From an optimization exercise on the open Yosys and OpenROAD flow, aimed at small area; shortcuts taken in it are not production practice.
Function was checked by simulation only, so behaviour that the tests miss may differ from the original.
No activity file was given, so power comes from the tool's default toggle rates.

// keypad_calc_top
module keypad_calc_top (
    input  logic        clk,
    input  logic        reset_p,
    input  logic [3:0]  row,
    output logic [3:0]  col,
    output logic [3:0]  key_value,
    output logic        key_valid,
    output logic [53:0] result,
    output logic [63:0] result_bcd,
    output logic        result_ready
);
    logic [5:0] tc;
    logic       cap;
    logic [3:0] cap_code;
    keypad_scanner u_scanner (
        .clk       (clk),
        .reset_p   (reset_p),
        .row       (row),
        .col       (col),
        .key_value (key_value),
        .key_valid (key_valid),
        .tc        (tc),
        .cap       (cap),
        .cap_code  (cap_code)
    );
    calc_core u_calc (
        .clk          (clk),
        .reset_p      (reset_p),
        .tc           (tc),
        .cap          (cap),
        .cap_code     (cap_code),
        .key_value    (key_value),
        .result       (result),
        .result_bcd   (result_bcd),
  ...
For scale: about 670 cells after synthesis, roughly 130 I/O pins, about 9100 µm² of cells after synthesis.
export LEC_CHECK = 0
export CAP_MARGIN = 20
export CORE_MARGIN = 10
export CORE_UTILIZATION = 70
export SLEW_MARGIN = 20
create_clock -name core_clock -period 260.0 [get_ports {clk}]
standard.sh (not shown) runs the stock make flow with config.mk's settings and CLKGATE_MAP_FILE= SYNTH_SCRIPT=/design/flow/synth_recipe.tcl, a recipe that flattens the netlist after the stock synthesis.
==> flow/flow/run.sh <==
#!/bin/bash
# Standard layout (the standard.sh) with three changes:
#  - after the standard synthesis, its combinational logic is re-mapped for
#    area by ABC (flow/resyn.tcl); registers and full adders are untouched,
#    and flow/equiv.tcl proves the result equal to the standard netlist
#  - port buffers use the smallest buffer cell
#  - a leaner clock tree (clkbuf_8, clusters of 18, no dummy loads)
# Each tool's output goes to a log file in this folder.
set -euo pipefail
export BUFFER_PORTS_ARGS="-buffer_cell sky130_fd_sc_hd__buf_1"
export CTS_ARGS="-sink_clustering_enable -repair_clock_nets -dont_use_dummy_load -buf_list sky130_fd_sc_hd__clkbuf_8 -sink_clustering_size 18 -sink_clustering_max_diameter 55"
bash standard.sh synth > standard_synth.log 2>&1
RES=orfs/results/sky130hd/keypad_calc_top/base
cp $RES/1_2_yosys.v standard_synth.v
export RESYN_IN=$(pwd)/standard_synth.v RESYN_OUT=$(pwd)/resyn.v RESYN_SCRIPT=$(pwd)/flow/resyn.abc
$FLOW_HOME/../tools/install/yosys/bin/yosys -c flow/resyn.tcl > resyn_yosys.log 2>&1
$FLOW_HOME/../tools/install/yosys/bin/yosys -c flow/equiv.tcl > resyn_equiv.log 2>&1
if grep -q -e assign -e '\$lut' resyn.v; then echo "resyn.v is not a plain cell netlist" >&2; exit 1; fi
cp resyn.v $RES/1_2_yosys.v
bash standard.sh > standard_flow.log 2>&1
==> flow/flow/resyn.abc <==
strash
dc2
dch -f
map -a
mfs2 -a
strash
dch -f
map -a
topo
==> flow/flow/resyn.tcl <==
# Re-map the combinational logic of the standard synthesis for area.
# Flip-flops, full adders and tie cells are kept exactly as the
# standard synthesis made them (same instances, names and cell types).
yosys -import
set lib $::env(FLOW_HOME)/platforms/sky130hd/lib/sky130_fd_sc_hd__tt_025C_1v80.lib
read_liberty -ignore_miss_func -ignore_miss_dir $lib
read_verilog $::env(RESYN_IN)
hierarchy -top $::env(FLOW_TOP)
set keep {}
foreach c [list fa_1 fa_2 fa_4 conb_1] { lappend keep sky130_fd_sc_hd__$c }
# every sequential cell of the library stays a black box
foreach c {dfrtp_1 dfrtp_2 dfrtp_4 dfxtp_1 dfxtp_2 dfxtp_4 edfxtp_1 dfstp_1 dfstp_2 dfstp_4 dfrbp_1 dfrbp_2 dfsbp_1 dfsbp_2 dfxbp_1 dfxbp_2 edfxbp_1 dfbbn_1 dfbbn_2 dfbbp_1 dfrtn_1} { lappend keep sky130_fd_sc_hd__$c }
foreach c $keep { setattr -mod -set blackbox 1 $c }
flatten
# wires named after the flattened cells' pins are not names of the design
yosys rename -hide w:_*_.*
opt_clean -purge
# the platform's don't-use cells (platforms/sky130hd/config.mk)
set f [open $::env(FLOW_HOME)/platforms/sky130hd/config.mk]
set cfg [read $f]
close $f
set dont_use {}
foreach c [lsort -unique [regexp -all -inline {sky130_fd_sc_hd__(?:probe|probec|lpflow)_\w+} $cfg]] {
    lappend dont_use -dont_use $c
}
abc -liberty $lib {*}$dont_use -script $::env(RESYN_SCRIPT)
opt_clean -purge
splitnets
opt_clean -purge
hilomap -singleton -hicell sky130_fd_sc_hd__conb_1 HI -locell sky130_fd_sc_hd__conb_1 LO
# (no pass-through wires to buffer: checked by run.sh)
opt_clean -purge
stat -liberty $lib
write_verilog -noattr -nohex -nodec $::env(RESYN_OUT)
Other scripts of this flow, unchanged in this note and not shown: flow/flow/equiv.tcl
Rerun with:
--- a/flow/flow/run.sh
+++ b/flow/flow/run.sh
@@ -6,3 +6,3 @@
 #  - port buffers use the smallest buffer cell
-#  - a leaner clock tree (clkbuf_8, clusters of 18, no dummy loads)
+#  - a leaner clock tree (clkbuf_8, clusters of 22, no dummy loads)
 # Each tool's output goes to a log file in this folder.
@@ -10,3 +10,3 @@
 export BUFFER_PORTS_ARGS="-buffer_cell sky130_fd_sc_hd__buf_1"
-export CTS_ARGS="-sink_clustering_enable -repair_clock_nets -dont_use_dummy_load -buf_list sky130_fd_sc_hd__clkbuf_8 -sink_clustering_size 18 -sink_clustering_max_diameter 55"
+export CTS_ARGS="-sink_clustering_enable -repair_clock_nets -dont_use_dummy_load -buf_list sky130_fd_sc_hd__clkbuf_8 -sink_clustering_size 22 -sink_clustering_max_diameter 45"
 bash standard.sh synth > standard_synth.log 2>&1
==> flow/flow/resyn.abc (replaced) <==
strash
dc2
dch -f
map -a
mfs2 -a
strash
&get -n
&st
&dch -f
&nf -a -R 1000
&put
topo
CAP_MARGIN = 0   (was 20)
SLEW_MARGIN = 0   (was 20)
Worst hold slack barely changes.
Non-clock buffer count shrinks by 2.
Sequential cell count does not change.
Die area shrinks by about 0.5%.
Final area is about the same.
Rerun with:
--- a/flow/flow/run.sh
+++ b/flow/flow/run.sh
@@ -6,3 +6,3 @@
 #  - port buffers use the smallest buffer cell
-#  - a leaner clock tree (clkbuf_8, clusters of 22, no dummy loads)
+#  - a leaner clock tree (clkbuf_4, clusters of 10, no dummy loads)
 # Each tool's output goes to a log file in this folder.
@@ -10,3 +10,3 @@
 export BUFFER_PORTS_ARGS="-buffer_cell sky130_fd_sc_hd__buf_1"
-export CTS_ARGS="-sink_clustering_enable -repair_clock_nets -dont_use_dummy_load -buf_list sky130_fd_sc_hd__clkbuf_8 -sink_clustering_size 22 -sink_clustering_max_diameter 45"
+export CTS_ARGS="-sink_clustering_enable -repair_clock_nets -dont_use_dummy_load -buf_list sky130_fd_sc_hd__clkbuf_4 -sink_clustering_size 10 -sink_clustering_max_diameter 40"
 bash standard.sh synth > standard_synth.log 2>&1
==> flow/flow/resyn.abc (replaced) <==
strash
dc2
dch -f
map -a
mfs2 -a
strash
dch -f
map -a
topo
CAP_MARGIN = 20   (was 0)
SLEW_MARGIN = 20   (was 0)
Register-to-register slack loses 170 ps.
Worst hold slack barely changes.
Critical path depth does not change.
Total power went down by 10%.
Routed wire length rose by 7.7%.
Utilization shrinks by 0.36 points.
Rerun with:
==> flow/flow/run.sh (replaced) <==
#!/bin/bash
# Standard layout (the standard.sh) with three changes:
#  - after the standard synthesis, its combinational logic is re-mapped for
#    area by ABC (flow/resyn.tcl); registers and adder cells are untouched
#  - port buffers use the smallest buffer cell
#  - a leaner clock tree (clkbuf_4/8, clusters of 12, no dummy loads)
# Each tool's output goes to a log file in this folder.
set -euo pipefail
export BUFFER_PORTS_ARGS="-buffer_cell sky130_fd_sc_hd__buf_1"
export CTS_ARGS="-sink_clustering_enable -repair_clock_nets -dont_use_dummy_load -buf_list {sky130_fd_sc_hd__clkbuf_4 sky130_fd_sc_hd__clkbuf_8} -sink_clustering_size 12 -sink_clustering_max_diameter 40"
bash standard.sh synth > standard_synth.log 2>&1
RES=orfs/results/sky130hd/keypad_calc_top/base
cp $RES/1_2_yosys.v standard_synth.v
export RESYN_IN=$(pwd)/standard_synth.v RESYN_OUT=$(pwd)/resyn.v RESYN_SCRIPT=$(pwd)/flow/resyn.abc
$FLOW_HOME/../tools/install/yosys/bin/yosys -c flow/resyn.tcl > resyn_yosys.log 2>&1
$FLOW_HOME/../tools/install/yosys/bin/yosys -c flow/equiv.tcl > resyn_equiv.log 2>&1
if grep -q assign resyn.v; then echo "resyn.v has assign statements" >&2; exit 1; fi
cp resyn.v $RES/1_2_yosys.v
bash standard.sh > standard_flow.log 2>&1
==> flow/flow/resyn.abc (replaced) <==
&get -n
&st
&dch -f
&nf -a -R 1000
&st
&dch -f
&nf -a -R 1000
&st
&dch -f
&nf -a -R 1000
&put
--- a/flow/flow/resyn.tcl
+++ b/flow/flow/resyn.tcl
@@ -1,3 +1,3 @@
 # Re-map the combinational logic of the standard synthesis for area.
-# Flip-flops, full adders and tie cells are kept exactly as the
+# Flip-flops, full/half adders and tie cells are kept exactly as the
 # standard synthesis made them (same instances, names and cell types).
@@ -9,3 +9,3 @@
 set keep {}
-foreach c [list fa_1 fa_2 fa_4 conb_1] { lappend keep sky130_fd_sc_hd__$c }
+foreach c [list fa_1 fa_2 fa_4 ha_1 ha_2 ha_4 conb_1] { lappend keep sky130_fd_sc_hd__$c }
 # every sequential cell of the library stays a black box
=> Fmax decreases slightly. Clock skew falls by 29 ps. Power goes up by a little under a tenth. Clock power grows by a quarter to a third. Final cell count came out lower slightly. Routed wire length went down by a few percent. Via count falls by a few percent. Die area is higher slightly. First-iteration DRC count drops slightly. Non-clock buffer count stays the same. Area after synthesis rose slightly.
Rerun with:
==> flow/flow/run.sh (replaced) <==
#!/bin/bash
# Standard layout (the standard.sh) with three changes:
#  - after the standard synthesis, its combinational logic is re-mapped for
#    area by ABC (flow/resyn.tcl); registers and full adders are untouched,
#    and flow/equiv.tcl proves the result equal to the standard netlist
#  - port buffers use the smallest buffer cell
#  - a leaner clock tree (clkbuf_8/16, clusters of 24, no dummy loads)
# Each tool's output goes to a log file in this folder.
set -euo pipefail
export BUFFER_PORTS_ARGS="-buffer_cell sky130_fd_sc_hd__buf_1"
export CTS_ARGS="-sink_clustering_enable -repair_clock_nets -dont_use_dummy_load -buf_list {sky130_fd_sc_hd__clkbuf_8 sky130_fd_sc_hd__clkbuf_16} -sink_clustering_size 24 -sink_clustering_max_diameter 60"
bash standard.sh synth > standard_synth.log 2>&1
RES=orfs/results/sky130hd/keypad_calc_top/base
cp $RES/1_2_yosys.v standard_synth.v
export RESYN_IN=$(pwd)/standard_synth.v RESYN_OUT=$(pwd)/resyn.v RESYN_SCRIPT=$(pwd)/flow/resyn.abc
$FLOW_HOME/../tools/install/yosys/bin/yosys -c flow/resyn.tcl > resyn_yosys.log 2>&1
$FLOW_HOME/../tools/install/yosys/bin/yosys -c flow/equiv.tcl > resyn_equiv.log 2>&1
if grep -q -e assign -e '\$lut' resyn.v; then echo "resyn.v is not a plain cell netlist" >&2; exit 1; fi
cp resyn.v $RES/1_2_yosys.v
bash standard.sh > standard_flow.log 2>&1
==> flow/flow/resyn.abc (replaced) <==
strash
dc2
dch -f
map -a
mfs2 -a
strash
&get -n
&st
&dch -f
&nf -a -R 1000
&put
topo
--- a/flow/flow/resyn.tcl
+++ b/flow/flow/resyn.tcl
@@ -1,3 +1,3 @@
 # Re-map the combinational logic of the standard synthesis for area.
-# Flip-flops, full/half adders and tie cells are kept exactly as the
+# Flip-flops, full adders and tie cells are kept exactly as the
 # standard synthesis made them (same instances, names and cell types).
@@ -9,3 +9,3 @@
 set keep {}
-foreach c [list fa_1 fa_2 fa_4 ha_1 ha_2 ha_4 conb_1] { lappend keep sky130_fd_sc_hd__$c }
+foreach c [list fa_1 fa_2 fa_4 conb_1] { lappend keep sky130_fd_sc_hd__$c }
 # every sequential cell of the library stays a black box
CAP_MARGIN = 0   (was 20)
SLEW_MARGIN = 0   (was 20)
=>
- The changed run produced a clean layout
- synthesized cell count falls by a few percent
- maximum frequency rises slightly
- via count falls by a few percent
- sequential power rises by a few percent
- sequential share of layout area rises by 1.6 points
- global-route usage falls by 0.38 points
Rerun with:
==> flow/flow/run.sh (replaced) <==
#!/bin/bash
# Standard layout (the standard.sh) with three changes:
#  - after the standard synthesis, its combinational logic is re-mapped for
#    area by ABC (flow/resyn.tcl); registers and adder cells are untouched
#  - port buffers use the smallest buffer cell
#  - a leaner clock tree (clkbuf_8, clusters of 16, no dummy loads)
# Each tool's output goes to a log file in this folder.
set -euo pipefail
export BUFFER_PORTS_ARGS="-buffer_cell sky130_fd_sc_hd__buf_1"
export CTS_ARGS="-sink_clustering_enable -repair_clock_nets -dont_use_dummy_load -buf_list sky130_fd_sc_hd__clkbuf_8 -sink_clustering_size 16 -sink_clustering_max_diameter 50"
bash standard.sh synth > standard_synth.log 2>&1
RES=orfs/results/sky130hd/keypad_calc_top/base
cp $RES/1_2_yosys.v standard_synth.v
export RESYN_IN=$(pwd)/standard_synth.v RESYN_OUT=$(pwd)/resyn.v RESYN_SCRIPT=$(pwd)/flow/resyn.abc
$FLOW_HOME/../tools/install/yosys/bin/yosys -c flow/resyn.tcl > resyn_yosys.log 2>&1
$FLOW_HOME/../tools/install/yosys/bin/yosys -c flow/equiv.tcl > resyn_equiv.log 2>&1
if grep -q assign resyn.v; then echo "resyn.v has assign statements" >&2; exit 1; fi
cp resyn.v $RES/1_2_yosys.v
bash standard.sh > standard_flow.log 2>&1
==> flow/flow/resyn.abc (replaced) <==
&get -n
&st
&dch -f
&nf -a -R 1000
&st
&dch -f
&nf -a -R 1000
&st
&dch -f
&nf -a -R 1000
&put
--- a/flow/flow/resyn.tcl
+++ b/flow/flow/resyn.tcl
@@ -1,3 +1,3 @@
 # Re-map the combinational logic of the standard synthesis for area.
-# Flip-flops, full adders and tie cells are kept exactly as the
+# Flip-flops, full/half adders and tie cells are kept exactly as the
 # standard synthesis made them (same instances, names and cell types).
@@ -9,3 +9,3 @@
 set keep {}
-foreach c [list fa_1 fa_2 fa_4 conb_1] { lappend keep sky130_fd_sc_hd__$c }
+foreach c [list fa_1 fa_2 fa_4 ha_1 ha_2 ha_4 conb_1] { lappend keep sky130_fd_sc_hd__$c }
 # every sequential cell of the library stays a black box
CAP_MARGIN = 20   (was 0)
SLEW_MARGIN = 20   (was 0)
=> Flip-flop and latch count is unchanged. Sequential power came out lower by a few percent. Final cell count came out higher by a few percent. Wire length goes down slightly. Area after synthesis is higher by a few percent.

-- port drivers added, routing unchanged --
No port has a modelled driver above. Below, the same layouts with a new extraction and two added sets of constraints.
Step 1: set_driving_cell puts a clkbuf_16 on clk and a buf_2 on each other input, an assumption about the parent block.
Step 2 moves the port delays by t, midway between the first and last clock arrival at a register: inputs arrive t later, outputs are due t later. That takes back most of the time a late clock gives input paths.
Three values: ideal, step 1, step 2; two values: the first two.
| run | t, ns | setup WS [ns] | worst data-port slew with drivers (ns) |
|---|---|---|---|
| the first run | 0.523 | 206.036 / 205.996 / 205.765 | 0.04 |
| the second run | 0.544 | 206.158 / 206.118 / 206.064 | 0.04 |
| the third run | 0.664 | 205.929 / 205.890 / 205.763 | 0.04 |
| the fourth run | 0.557 | 205.742 / 205.705 / 205.889 | 0.03 |
| the fifth run | 0.499 | 206.214 / 206.166 / 206.070 | 0.04 |
| the sixth run | 0.522 | 205.723 / 205.685 / 205.859 | 0.03 |
After both steps setup and hold are still met in every run listed. For the first run, which loses most, drivers alone change the setup slack by -0.040 ns; drivers and shift together by -0.271 ns.
